This is an optimization exercise on Yosys and OpenROAD, whose aim is small area and a short achievable clock period, not a production implementation. In this exercise RTL edits were held to simulation tests only and were not proved equivalent to the original. Power and IR drop assume default switching activity.

==> v31 <==
==> flow/design.v <==
`timescale 1ns/1ps
package isaPkg;
    typedef logic [32-1:0] word_t;
    typedef logic [$clog2(32)-1:0] regIdx_t;
    typedef logic [$clog2(32)-1:0] imemAddr_t;
    typedef enum logic [5:0]
    {
        OP_RTYPE = 6'b000000,
        OP_LW    = 6'b100011
    } opcode_e;
    typedef enum logic [5:0]
    {
        FN_ADD = 6'b100000,
        FN_SUB = 6'b100010,
        FN_AND = 6'b100100,
        FN_OR  = 6'b100101,
        FN_XOR = 6'b100110
    } funct_e;
    typedef enum logic [2:0]
    {
        ALU_ADD = 3'd0,
        ALU_SUB = 3'd1,
        ALU_AND = 3'd2,
        ALU_OR  = 3'd3,
        ALU_XOR = 3'd4
    } aluOp_e;
endpackage
`timescale 1ns/1ps
module cpuPipeTop
(
    input  logic        clk,
    input  logic        rst,
    input  logic        run,
    input  logic        imemWe,
    input  logic [4:0]  imemAddr,
    input  logic [31:0] imemData,
    output logic        wbValid,
    output logic [4:0]  wbReg,
    output logic [31:0] wbData
);
    localparam int IW = 19;
    logic [IW-1:0] encWord;
    always_comb
    begin
        logic       isRType;
        logic       isLw;
        logic [2:0] op;
        logic       opOk;
        isRType = (imemData[31:26] == 6'b000000);
        isLw    = (imemData[31:26] == 6'b100011);
        opOk    = 1'b1;
        op      = 3'b000;
        case (imemData[5:0])
            6'b100000: op = 3'b000;
            6'b100010: op = 3'b001;
            6'b100100: op = 3'b010;
            6'b100101: op = 3'b011;
            6'b100110: op = 3'b100;
            default:   opOk = 1'b0;
        endcase
        if (isLw)
            encWord = {1'b1, imemData[25:16], 1'b0, imemData[6:0]};
        else if (isRType && opOk)
            encWord = {1'b0, imemData[25:16], op, imemData[15:11]};
        else
            encWord = {1'b1, {(IW-1){1'b0}}};
    end
    logic [31:0]         pcSel;
    logic [31:0][IW-1:0] imem;
    logic [IW-1:0]       fetchWord;
    logic [IW-1:0]       ir;
    logic                dValid;
    always_ff @(posedge clk)
    begin
        if (rst)
            pcSel <= 32'd1 << 25;
        else if (run)
            pcSel <= {pcSel[30:0], pcSel[31]};
    end
    for (genvar i = 0; i < 32; i++)
    begin : gImem
        always_ff @(posedge clk)
        begin
            if (imemWe && (imemAddr == i))
                imem[i] <= encWord;
        end
    end
    always_comb
    begin
        fetchWord = '0;
        for (int i = 0; i < 32; i++)
            fetchWord = fetchWord | (imem[i] & {IW{pcSel[i]}});
    end
    always_ff @(posedge clk)
    begin
        if (rst)
            dValid <= 1'b0;
        else
            dValid <= run;
    end
    always_ff @(posedge clk)
        ir <= fetchWord;
    logic [31:1][31:0] regs;
    logic [31:1]       written;
    logic [31:1]       wrSel;
    logic [31:1]       writtenNext;
    for (genvar i = 1; i < 32; i++)
    begin : gRegs
        assign wrSel[i] = wbValid && (wbReg == i);
        assign writtenNext[i] = !rst && (written[i] || wrSel[i]);
        always_ff @(posedge clk)
        begin
            if (wrSel[i])
                regs[i] <= wbData;
        end
        always_ff @(posedge clk)
            written[i] <= writtenNext[i];
    end
    logic [31:1] selA;
    logic [31:1] selB;
    for (genvar i = 1; i < 32; i++)
    begin : gSel
        always_ff @(posedge clk)
        begin
            selA[i] <= (fetchWord[17:13] == i) && writtenNext[i];
            selB[i] <= (fetchWord[12:8] == i) && writtenNext[i];
        end
    end
    logic        isLoad;
    logic [4:0]  rs;
    logic [4:0]  rt;
    logic [4:0]  rd;
    logic [2:0]  aluOp;
    logic        fnSub;
    logic        fnAnd;
    logic        fnOr;
    logic        fnXor;
    logic [4:0]  dest;
    logic        writeEn;
    assign isLoad = ir[18];
    assign rs     = ir[17:13];
    assign rt     = ir[12:8];
    assign aluOp  = ir[7:5];
    assign rd     = ir[4:0];
    assign fnSub  = !isLoad && (aluOp == 3'b001);
    assign fnAnd  = !isLoad && (aluOp == 3'b010);
    assign fnOr   = !isLoad && (aluOp == 3'b011);
    assign fnXor  = !isLoad && (aluOp == 3'b100);
    assign dest    = isLoad ? rt : rd;
    assign writeEn = dValid && (dest != 5'd0);
    logic              e1Write;
    logic [4:0]        e1Dest;
    logic              e1Arith;
    logic [15:0]       loSum;
    logic [15:0]       loLogic;
    logic              e2Write;
    logic [4:0]        e2Dest;
    logic              e2Arith;
    logic [15:0]       e2Lo;
    logic [15:0]       hiSum;
    logic [15:0]       hiLogic;
    logic [15:0]       hi2Res;
    logic hit1A;
    logic hit1B;
    logic hit2A;
    logic hit2B;
    logic hit3A;
    logic hit3B;
    assign hit1A = e1Write && (e1Dest == rs);
    assign hit2A = e2Write && (e2Dest == rs);
    assign hit3A = wbValid && (wbReg == rs);
    assign hit1B = !isLoad && e1Write && (e1Dest == rt);
    assign hit2B = !isLoad && e2Write && (e2Dest == rt);
    assign hit3B = !isLoad && wbValid && (wbReg == rt);
    logic        anyA;
    logic        anyB;
    logic [31:1] selAe;
    logic [31:1] selBe;
    logic        initAe;
    logic        initBe;
    logic        s2A;
    logic        s3A;
    logic        s2B;
    logic        s3B;
    logic        selSumA;
    logic        selSumBP;
    logic        selSumBN;
    logic        selLogA;
    logic        selLogB;
    logic        selHiA;
    logic        selHiLogA;
    logic        selHiB;
    logic        selHiLogB;
    logic        s3HiA;
    logic        s3HiB;
    assign anyA   = hit1A || hit2A || hit3A;
    assign anyB   = isLoad || hit1B || hit2B || hit3B;
    assign selAe  = selA & {31{!anyA}};
    assign selBe  = selB & {31{!anyB}};
    assign initAe = (selA == '0) && !anyA;
    assign initBe = (selB == '0) && !anyB;
    assign s2A    = hit2A && !hit1A;
    assign s3A    = hit3A && !hit1A && !hit2A;
    assign s2B    = hit2B && !hit1B;
    assign s3B    = hit3B && !hit1B && !hit2B;
    assign selSumA  = hit1A && e1Arith;
    assign selLogA  = hit1A && !e1Arith;
    assign selSumBP = hit1B && e1Arith && !fnSub;
    assign selSumBN = hit1B && e1Arith && fnSub;
    assign selLogB  = hit1B && !e1Arith;
    assign selHiA    = hit2A && e2Arith;
    assign selHiLogA = hit2A && !e2Arith;
    assign s3HiA     = hit3A && !hit2A;
    assign selHiB    = hit2B && e2Arith;
    assign selHiLogB = hit2B && !e2Arith;
    assign s3HiB     = hit3B && !hit2B;
    logic [31:0] rdA;
    logic [31:0] rdB;
    logic [31:1] selAh;
    logic [31:1] selBh;
    assign selAh = selA & {31{!(hit2A || hit3A)}};
    assign selBh = selB & {31{!(isLoad || hit2B || hit3B)}};
    always_comb
    begin
        rdA = '0;
        rdB = '0;
        for (int i = 1; i < 32; i++)
        begin
            rdA[15:0]  = rdA[15:0]  | (regs[i][15:0]  & {16{selAe[i]}});
            rdB[15:0]  = rdB[15:0]  | (regs[i][15:0]  & {16{selBe[i]}});
            rdA[31:16] = rdA[31:16] | (regs[i][31:16] & {16{selAh[i]}});
            rdB[31:16] = rdB[31:16] | (regs[i][31:16] & {16{selBh[i]}});
        end
        rdA[15:0]  = rdA[15:0]  | ({11'd0, rs} & {16{initAe}});
        rdB[15:0]  = rdB[15:0]  | ({11'd0, rt} & {16{initBe}});
        rdA[31:16] = rdA[31:16] | ({3'd0, rs, 8'd0} & {16{(selA == '0) && !(hit2A || hit3A)}});
        rdB[31:16] = rdB[31:16] | ({3'd0, rt, 8'd0} & {16{(selB == '0) && !(isLoad || hit2B || hit3B)}});
    end
    logic [15:0] aLoNext;
    logic [15:0] bLoNext;
    logic [15:0] aHiNext;
    logic [15:0] bHiNext;
    always_comb
    begin
        logic [15:0] bOld;
        aLoNext = rdA[15:0]
                | (e2Lo & {16{s2A}}) | (wbData[15:0] & {16{s3A}})
                | (loLogic & {16{selLogA}}) | (loSum & {16{selSumA}});
        bOld    = rdB[15:0]
                | (e2Lo & {16{s2B}}) | (wbData[15:0] & {16{s3B}})
                | (loLogic & {16{selLogB}});
        bLoNext = (isLoad ? {9'd0, ir[6:0]} : ((bOld ^ {16{fnSub}}) & {16{!(hit1B && e1Arith)}}))
                | (loSum & {16{selSumBP}}) | (~loSum & {16{selSumBN}});
        aHiNext = rdA[31:16] | (wbData[31:16] & {16{s3HiA}})
                | (hiLogic & {16{selHiLogA}}) | (hiSum & {16{selHiA}});
        bHiNext = rdB[31:16] | (wbData[31:16] & {16{s3HiB}})
                | (hiLogic & {16{selHiLogB}}) | (hiSum & {16{selHiB}});
    end
    logic [15:0] aLo;
    logic [15:0] bLo;
    logic [15:0] aHi1;
    logic [15:0] bHi1;
    logic        fwdHiA;
    logic        fwdHiB;
    logic        e1Load;
    logic        e1Sub;
    logic        e1And;
    logic        e1Or;
    logic        e1Xor;
    always_ff @(posedge clk)
    begin
        if (rst)
            e1Write <= 1'b0;
        else
            e1Write <= writeEn;
    end
    always_ff @(posedge clk)
    begin
        e1Dest  <= dest;
        aLo     <= aLoNext;
        bLo     <= bLoNext;
        aHi1    <= aHiNext;
        bHi1    <= bHiNext;
        fwdHiA  <= hit1A;
        fwdHiB  <= hit1B;
        e1Load  <= isLoad;
        e1Sub   <= fnSub;
        e1And   <= fnAnd;
        e1Or    <= fnOr;
        e1Xor   <= fnXor;
        e1Arith <= !(fnAnd || fnOr || fnXor);
    end
    logic [17:0] loSum18;
    logic        loCarry;
    logic [4:0]  dIdx;
    logic [9:0]  dLow;
    logic [15:0] lo1Res;
    assign loSum18 = {1'b0, aLo, e1Sub} + {1'b0, bLo, e1Sub};
    assign loSum   = loSum18[16:1];
    assign loCarry = loSum18[17];
    assign loLogic = ({16{e1And}} & (aLo & bLo))
                   | ({16{e1Or}}  & (aLo | bLo))
                   | ({16{e1Xor}} & (aLo ^ bLo));
    assign lo1Res  = e1Arith ? loSum : loLogic;
    assign dIdx = loSum[6:2];
    assign dLow = {5'd0, dIdx} + {1'b0, dIdx, 4'd0};
    logic [15:0] aHi2;
    logic [15:0] bHi2;
    logic        c16;
    logic        e2And;
    logic        e2Or;
    logic        e2Xor;
    always_ff @(posedge clk)
    begin
        if (rst)
            e2Write <= 1'b0;
        else
            e2Write <= e1Write;
    end
    always_ff @(posedge clk)
    begin
        e2Dest  <= e1Dest;
        e2Lo    <= e1Load ? {6'd0, dLow} : lo1Res;
        aHi2    <= e1Load ? {6'b101000, dLow}
                 : (fwdHiA ? ((e2Arith ? 16'd0 : hiLogic) | (hiSum & {16{e2Arith}})) : aHi1);
        bHi2    <= e1Load ? 16'd0
                 : (fwdHiB ? ((e2Arith ? 16'd0 : (hiLogic ^ {16{e1Sub}}))
                              | (hiSum & {16{e2Arith && !e1Sub}})
                              | (~hiSum & {16{e2Arith && e1Sub}}))
                           : (bHi1 ^ {16{e1Sub}}));
        c16     <= !e1Load && loCarry;
        e2And   <= e1And;
        e2Or    <= e1Or;
        e2Xor   <= e1Xor;
        e2Arith <= e1Load || !(e1And || e1Or || e1Xor);
    end
    logic [17:0] hiSum18;
    assign hiSum18 = {1'b0, aHi2, c16} + {1'b0, bHi2, c16};
    assign hiSum   = hiSum18[16:1];
    assign hiLogic = ({16{e2And}} & (aHi2 & bHi2))
                   | ({16{e2Or}}  & (aHi2 | bHi2))
                   | ({16{e2Xor}} & (aHi2 ^ bHi2));
    assign hi2Res  = e2Arith ? hiSum : hiLogic;
    always_ff @(posedge clk)
    begin
        if (rst)
            wbValid <= 1'b0;
        else
            wbValid <= e2Write;
    end
    always_ff @(posedge clk)
    begin
        wbReg  <= e2Dest;
        wbData <= {hi2Res, e2Lo};
    end
endmodule
==> flow/run.sh <==
#!/bin/bash
# synth_recipe.tcl (not shown) runs the flow's synth.tcl, then flattens the netlist and writes it again
# the make line also repeats each setting of config.mk as NAME=value (left out here)
make -C /OpenROAD-flow-scripts/flow DESIGN_CONFIG=/design/flow/config.mk WORK_HOME=/design/flow/orfs CLKGATE_MAP_FILE= SYNTH_SCRIPT=/design/flow/synth_recipe.tcl finish
==> flow/config.mk <==
export PLATFORM = sky130hd
export DESIGN_NAME = cpuPipeTop
export DESIGN_NICKNAME = cpuPipeTop
export VERILOG_FILES = /design/flow/design.v
export SDC_FILE = /design/flow/constraint.sdc
export NUM_CORES = 4
export LEC_CHECK = 0
export ABC_AREA = 1
export CAP_MARGIN = 20
export CORE_MARGIN = 2
export CORE_UTILIZATION = 50
export CTS_CLUSTER_DIAMETER = 80
export CTS_CLUSTER_SIZE = 25
export SETUP_SLACK_MARGIN = 2.55
export SLEW_MARGIN = 20
export TNS_END_PERCENT = 100
==> flow/constraint.sdc <==
create_clock -name core_clock -period 5.0 [get_ports {clk}]
set_input_delay 1.0000 -clock core_clock [delete_from_list [all_inputs] [get_ports {clk}]]
set_output_delay 1.0000 -clock core_clock [all_outputs]
set_load 0.01 [all_outputs]
==> inputs of v5, as changes to v31 <==
--- a/flow/design.v
+++ b/flow/design.v
@@ -150,2 +150,16 @@
     assign writeEn = dValid && (dest != 5'd0);
+    logic [31:0] rfA;
+    logic [31:0] rfB;
+    always_comb
+    begin
+        rfA = '0;
+        rfB = '0;
+        for (int i = 1; i < 32; i++)
+        begin
+            rfA = rfA | (regs[i] & {32{selA[i]}});
+            rfB = rfB | (regs[i] & {32{selB[i]}});
+        end
+        rfA = rfA | ({3'b000, rs, 19'd0, rs} & {32{selA == '0}});
+        rfB = rfB | ({3'b000, rt, 19'd0, rt} & {32{selB == '0}});
+    end
     logic              e1Write;
@@ -174,12 +188,14 @@
     assign hit3B = !isLoad && wbValid && (wbReg == rt);
-    logic        anyA;
-    logic        anyB;
-    logic [31:1] selAe;
-    logic [31:1] selBe;
-    logic        initAe;
-    logic        initBe;
-    logic        s2A;
-    logic        s3A;
-    logic        s2B;
-    logic        s3B;
+    logic [15:0] aLoOld;
+    logic [15:0] bLoOld;
+    logic [15:0] aHiOld;
+    logic [15:0] bHiOld;
+    assign aLoOld = hit2A ? e2Lo : (hit3A ? wbData[15:0] : rfA[15:0]);
+    assign bLoOld = hit2B ? e2Lo : (hit3B ? wbData[15:0] : rfB[15:0]);
+    assign aHiOld = hit3A ? wbData[31:16] : rfA[31:16];
+    assign bHiOld = isLoad ? 16'd0 : (hit3B ? wbData[31:16] : rfB[31:16]);
+    logic [15:0] aLoNext;
+    logic [15:0] bLoNext;
+    logic [15:0] aHiNext;
+    logic [15:0] bHiNext;
     logic        selSumA;
@@ -187,72 +203,24 @@
     logic        selSumBN;
-    logic        selLogA;
-    logic        selLogB;
     logic        selHiA;
-    logic        selHiLogA;
     logic        selHiB;
-    logic        selHiLogB;
-    logic        s3HiA;
-    logic        s3HiB;
-    assign anyA   = hit1A || hit2A || hit3A;
-    assign anyB   = isLoad || hit1B || hit2B || hit3B;
-    assign selAe  = selA & {31{!anyA}};
-    assign selBe  = selB & {31{!anyB}};
-    assign initAe = (selA == '0) && !anyA;
-    assign initBe = (selB == '0) && !anyB;
-    assign s2A    = hit2A && !hit1A;
-    assign s3A    = hit3A && !hit1A && !hit2A;
-    assign s2B    = hit2B && !hit1B;
-    assign s3B    = hit3B && !hit1B && !hit2B;
     assign selSumA  = hit1A && e1Arith;
-    assign selLogA  = hit1A && !e1Arith;
     assign selSumBP = hit1B && e1Arith && !fnSub;
     assign selSumBN = hit1B && e1Arith && fnSub;
-    assign selLogB  = hit1B && !e1Arith;
-    assign selHiA    = hit2A && e2Arith;
-    assign selHiLogA = hit2A && !e2Arith;
-    assign s3HiA     = hit3A && !hit2A;
-    assign selHiB    = hit2B && e2Arith;
-    assign selHiLogB = hit2B && !e2Arith;
-    assign s3HiB     = hit3B && !hit2B;
-    logic [31:0] rdA;
-    logic [31:0] rdB;
-    logic [31:1] selAh;
-    logic [31:1] selBh;
-    assign selAh = selA & {31{!(hit2A || hit3A)}};
-    assign selBh = selB & {31{!(isLoad || hit2B || hit3B)}};
-    always_comb
-    begin
-        rdA = '0;
-        rdB = '0;
-        for (int i = 1; i < 32; i++)
-        begin
-            rdA[15:0]  = rdA[15:0]  | (regs[i][15:0]  & {16{selAe[i]}});
-            rdB[15:0]  = rdB[15:0]  | (regs[i][15:0]  & {16{selBe[i]}});
-            rdA[31:16] = rdA[31:16] | (regs[i][31:16] & {16{selAh[i]}});
-            rdB[31:16] = rdB[31:16] | (regs[i][31:16] & {16{selBh[i]}});
-        end
-        rdA[15:0]  = rdA[15:0]  | ({11'd0, rs} & {16{initAe}});
-        rdB[15:0]  = rdB[15:0]  | ({11'd0, rt} & {16{initBe}});
-        rdA[31:16] = rdA[31:16] | ({3'd0, rs, 8'd0} & {16{(selA == '0) && !(hit2A || hit3A)}});
-        rdB[31:16] = rdB[31:16] | ({3'd0, rt, 8'd0} & {16{(selB == '0) && !(isLoad || hit2B || hit3B)}});
-    end
-    logic [15:0] aLoNext;
-    logic [15:0] bLoNext;
-    logic [15:0] aHiNext;
-    logic [15:0] bHiNext;
+    assign selHiA   = hit2A && e2Arith;
+    assign selHiB   = hit2B && e2Arith;
     always_comb
     begin
-        logic [15:0] bOld;
-        aLoNext = rdA[15:0]
-                | (e2Lo & {16{s2A}}) | (wbData[15:0] & {16{s3A}})
-                | (loLogic & {16{selLogA}}) | (loSum & {16{selSumA}});
-        bOld    = rdB[15:0]
-                | (e2Lo & {16{s2B}}) | (wbData[15:0] & {16{s3B}})
-                | (loLogic & {16{selLogB}});
-        bLoNext = (isLoad ? {9'd0, ir[6:0]} : ((bOld ^ {16{fnSub}}) & {16{!(hit1B && e1Arith)}}))
-                | (loSum & {16{selSumBP}}) | (~loSum & {16{selSumBN}});
-        aHiNext = rdA[31:16] | (wbData[31:16] & {16{s3HiA}})
-                | (hiLogic & {16{selHiLogA}}) | (hiSum & {16{selHiA}});
-        bHiNext = rdB[31:16] | (wbData[31:16] & {16{s3HiB}})
-                | (hiLogic & {16{selHiLogB}}) | (hiSum & {16{selHiB}});
+        logic [15:0] aEarly;
+        logic [15:0] bEarly;
+        logic [15:0] bPlain;
+        aEarly = hit1A ? (e1Arith ? 16'd0 : loLogic) : aLoOld;
+        bPlain = hit1B ? (e1Arith ? 16'd0 : loLogic) : bLoOld;
+        bEarly = isLoad ? {9'd0, ir[6:0]} :
+                 ((hit1B && e1Arith) ? 16'd0 : (bPlain ^ {16{fnSub}}));
+        aLoNext = aEarly | (loSum & {16{selSumA}});
+        bLoNext = bEarly | (loSum & {16{selSumBP}}) | (~loSum & {16{selSumBN}});
+        aHiNext = (hit2A ? (e2Arith ? 16'd0 : hiLogic) : aHiOld)
+                  | (hiSum & {16{selHiA}});
+        bHiNext = (hit2B ? (e2Arith ? 16'd0 : hiLogic) : bHiOld)
+                  | (hiSum & {16{selHiB}});
     end
Settings changed: ABC_AREA 1 to unset, CORE_UTILIZATION 50 to 40, SETUP_SLACK_MARGIN 2.55 to 2.45.
==> inputs of v8, as changes to v31 <==
--- a/flow/design.v
+++ b/flow/design.v
@@ -150,2 +150,16 @@
     assign writeEn = dValid && (dest != 5'd0);
+    logic [31:0] rfA;
+    logic [31:0] rfB;
+    always_comb
+    begin
+        rfA = '0;
+        rfB = '0;
+        for (int i = 1; i < 32; i++)
+        begin
+            rfA = rfA | (regs[i] & {32{selA[i]}});
+            rfB = rfB | (regs[i] & {32{selB[i]}});
+        end
+        rfA = rfA | ({3'b000, rs, 19'd0, rs} & {32{selA == '0}});
+        rfB = rfB | ({3'b000, rt, 19'd0, rt} & {32{selB == '0}});
+    end
     logic              e1Write;
@@ -174,12 +188,14 @@
     assign hit3B = !isLoad && wbValid && (wbReg == rt);
-    logic        anyA;
-    logic        anyB;
-    logic [31:1] selAe;
-    logic [31:1] selBe;
-    logic        initAe;
-    logic        initBe;
-    logic        s2A;
-    logic        s3A;
-    logic        s2B;
-    logic        s3B;
+    logic [15:0] aLoOld;
+    logic [15:0] bLoOld;
+    logic [15:0] aHiOld;
+    logic [15:0] bHiOld;
+    assign aLoOld = hit2A ? e2Lo : (hit3A ? wbData[15:0] : rfA[15:0]);
+    assign bLoOld = hit2B ? e2Lo : (hit3B ? wbData[15:0] : rfB[15:0]);
+    assign aHiOld = hit3A ? wbData[31:16] : rfA[31:16];
+    assign bHiOld = isLoad ? 16'd0 : (hit3B ? wbData[31:16] : rfB[31:16]);
+    logic [15:0] aLoNext;
+    logic [15:0] bLoNext;
+    logic [15:0] aHiNext;
+    logic [15:0] bHiNext;
     logic        selSumA;
@@ -187,72 +203,24 @@
     logic        selSumBN;
-    logic        selLogA;
-    logic        selLogB;
     logic        selHiA;
-    logic        selHiLogA;
     logic        selHiB;
-    logic        selHiLogB;
-    logic        s3HiA;
-    logic        s3HiB;
-    assign anyA   = hit1A || hit2A || hit3A;
-    assign anyB   = isLoad || hit1B || hit2B || hit3B;
-    assign selAe  = selA & {31{!anyA}};
-    assign selBe  = selB & {31{!anyB}};
-    assign initAe = (selA == '0) && !anyA;
-    assign initBe = (selB == '0) && !anyB;
-    assign s2A    = hit2A && !hit1A;
-    assign s3A    = hit3A && !hit1A && !hit2A;
-    assign s2B    = hit2B && !hit1B;
-    assign s3B    = hit3B && !hit1B && !hit2B;
     assign selSumA  = hit1A && e1Arith;
-    assign selLogA  = hit1A && !e1Arith;
     assign selSumBP = hit1B && e1Arith && !fnSub;
     assign selSumBN = hit1B && e1Arith && fnSub;
-    assign selLogB  = hit1B && !e1Arith;
-    assign selHiA    = hit2A && e2Arith;
-    assign selHiLogA = hit2A && !e2Arith;
-    assign s3HiA     = hit3A && !hit2A;
-    assign selHiB    = hit2B && e2Arith;
-    assign selHiLogB = hit2B && !e2Arith;
-    assign s3HiB     = hit3B && !hit2B;
-    logic [31:0] rdA;
-    logic [31:0] rdB;
-    logic [31:1] selAh;
-    logic [31:1] selBh;
-    assign selAh = selA & {31{!(hit2A || hit3A)}};
-    assign selBh = selB & {31{!(isLoad || hit2B || hit3B)}};
-    always_comb
-    begin
-        rdA = '0;
-        rdB = '0;
-        for (int i = 1; i < 32; i++)
-        begin
-            rdA[15:0]  = rdA[15:0]  | (regs[i][15:0]  & {16{selAe[i]}});
-            rdB[15:0]  = rdB[15:0]  | (regs[i][15:0]  & {16{selBe[i]}});
-            rdA[31:16] = rdA[31:16] | (regs[i][31:16] & {16{selAh[i]}});
-            rdB[31:16] = rdB[31:16] | (regs[i][31:16] & {16{selBh[i]}});
-        end
-        rdA[15:0]  = rdA[15:0]  | ({11'd0, rs} & {16{initAe}});
-        rdB[15:0]  = rdB[15:0]  | ({11'd0, rt} & {16{initBe}});
-        rdA[31:16] = rdA[31:16] | ({3'd0, rs, 8'd0} & {16{(selA == '0) && !(hit2A || hit3A)}});
-        rdB[31:16] = rdB[31:16] | ({3'd0, rt, 8'd0} & {16{(selB == '0) && !(isLoad || hit2B || hit3B)}});
-    end
-    logic [15:0] aLoNext;
-    logic [15:0] bLoNext;
-    logic [15:0] aHiNext;
-    logic [15:0] bHiNext;
+    assign selHiA   = hit2A && e2Arith;
+    assign selHiB   = hit2B && e2Arith;
     always_comb
     begin
-        logic [15:0] bOld;
-        aLoNext = rdA[15:0]
-                | (e2Lo & {16{s2A}}) | (wbData[15:0] & {16{s3A}})
-                | (loLogic & {16{selLogA}}) | (loSum & {16{selSumA}});
-        bOld    = rdB[15:0]
-                | (e2Lo & {16{s2B}}) | (wbData[15:0] & {16{s3B}})
-                | (loLogic & {16{selLogB}});
-        bLoNext = (isLoad ? {9'd0, ir[6:0]} : ((bOld ^ {16{fnSub}}) & {16{!(hit1B && e1Arith)}}))
-                | (loSum & {16{selSumBP}}) | (~loSum & {16{selSumBN}});
-        aHiNext = rdA[31:16] | (wbData[31:16] & {16{s3HiA}})
-                | (hiLogic & {16{selHiLogA}}) | (hiSum & {16{selHiA}});
-        bHiNext = rdB[31:16] | (wbData[31:16] & {16{s3HiB}})
-                | (hiLogic & {16{selHiLogB}}) | (hiSum & {16{selHiB}});
+        logic [15:0] aEarly;
+        logic [15:0] bEarly;
+        logic [15:0] bPlain;
+        aEarly = hit1A ? (e1Arith ? 16'd0 : loLogic) : aLoOld;
+        bPlain = hit1B ? (e1Arith ? 16'd0 : loLogic) : bLoOld;
+        bEarly = isLoad ? {9'd0, ir[6:0]} :
+                 ((hit1B && e1Arith) ? 16'd0 : (bPlain ^ {16{fnSub}}));
+        aLoNext = aEarly | (loSum & {16{selSumA}});
+        bLoNext = bEarly | (loSum & {16{selSumBP}}) | (~loSum & {16{selSumBN}});
+        aHiNext = (hit2A ? (e2Arith ? 16'd0 : hiLogic) : aHiOld)
+                  | (hiSum & {16{selHiA}});
+        bHiNext = (hit2B ? (e2Arith ? 16'd0 : hiLogic) : bHiOld)
+                  | (hiSum & {16{selHiB}});
     end
Settings changed: SETUP_SLACK_MARGIN 2.55 to 2.5.
==> comparison table <==
| item | v5 | v31 | v8 |
|---|---|---|---|
| Net switching fraction of the power | 25.49% | 28.62% | 27.74% |
| Largest net degree at the start of global routing | 49 | 42 | 47 |
| Non-clk bufs | 603 | 1140 | 487 |
| Worst Hold Margin | 357.6 ps | 368.2 ps | 352.6 ps |
| Overall via count from detail_route | 60550 | 75756 | 67024 |
| Result of the run | timing/DRC/antenna clean | timing/DRC/antenna clean | timing/DRC/antenna clean |
| Routing usage on met1 | 42.69% | 61.88% | 52.56% |
| Multi-input gate share of the layout cell area | 25.15% | 27.60% | 27.65% |
| Most frequent cell after synthesis | edfxtp_1 | nand2_1 | nand2_1 |
| Syn Nets | 5405 | 8166 | 8077 |
| Peak supply drop | 0.2911 mV | 0.5086 mV | 0.3304 mV |
| Share of power burned in combinational logic | 11.1% | 16.3% | 13.6% |
| Count of different cell masters after synthesis | 81 | 55 | 63 |
| Simple-gate area share of the yosys netlist | 6.502% | 19.99% | 22.85% |
| Crit path to | aLo[1] | aLo[7] | bLo[7] |
| Setup Buffers After CTS | 116 | 458 | 95 |
| Total routed wire length on the met1 layer | 116200 um | 145300 um | 119600 um |
| Worst-case clock skew | 57.41 ps | 43.43 ps | 66.00 ps |
| Leakage | 29.20 nW | 40.50 nW | 33.89 nW |
| Final core utilization | 47.50% | 65.09% | 57.50% |

[re-timing with driven ports]
How much do the figures lean on ideal ports? The routed layouts below were timed once more, with nothing changed but the port constraints.
Step 1 sets driving cells, clkbuf_16 on the clock port and buf_2 on the other inputs (assumed; they add their load-dependent delay and slew).
Step 2 also shifts input and output timing later by t, the mid clock arrival at the registers, as if the neighbouring blocks saw the same clock.
Slacks: ideal ports / drivers / drivers and shift; pairs: ideal ports / drivers.
| run | t (ns) | setup WS [ns] | cell pins on the clock port's net |
|---|---|---|---|
| v31 | 0.876 | 2.087 / 2.087 / 1.729 | 1 |
| v5 | 0.878 | 2.270 / 2.270 / 1.620 | 1 |
| v8 | 0.873 | 2.297 / 2.297 / 1.646 | 1 |
After both steps every run listed still meets setup and hold. The setup slack of v8, which loses most, moves by 0.000 ns with the drivers and by -0.651 ns with both steps.
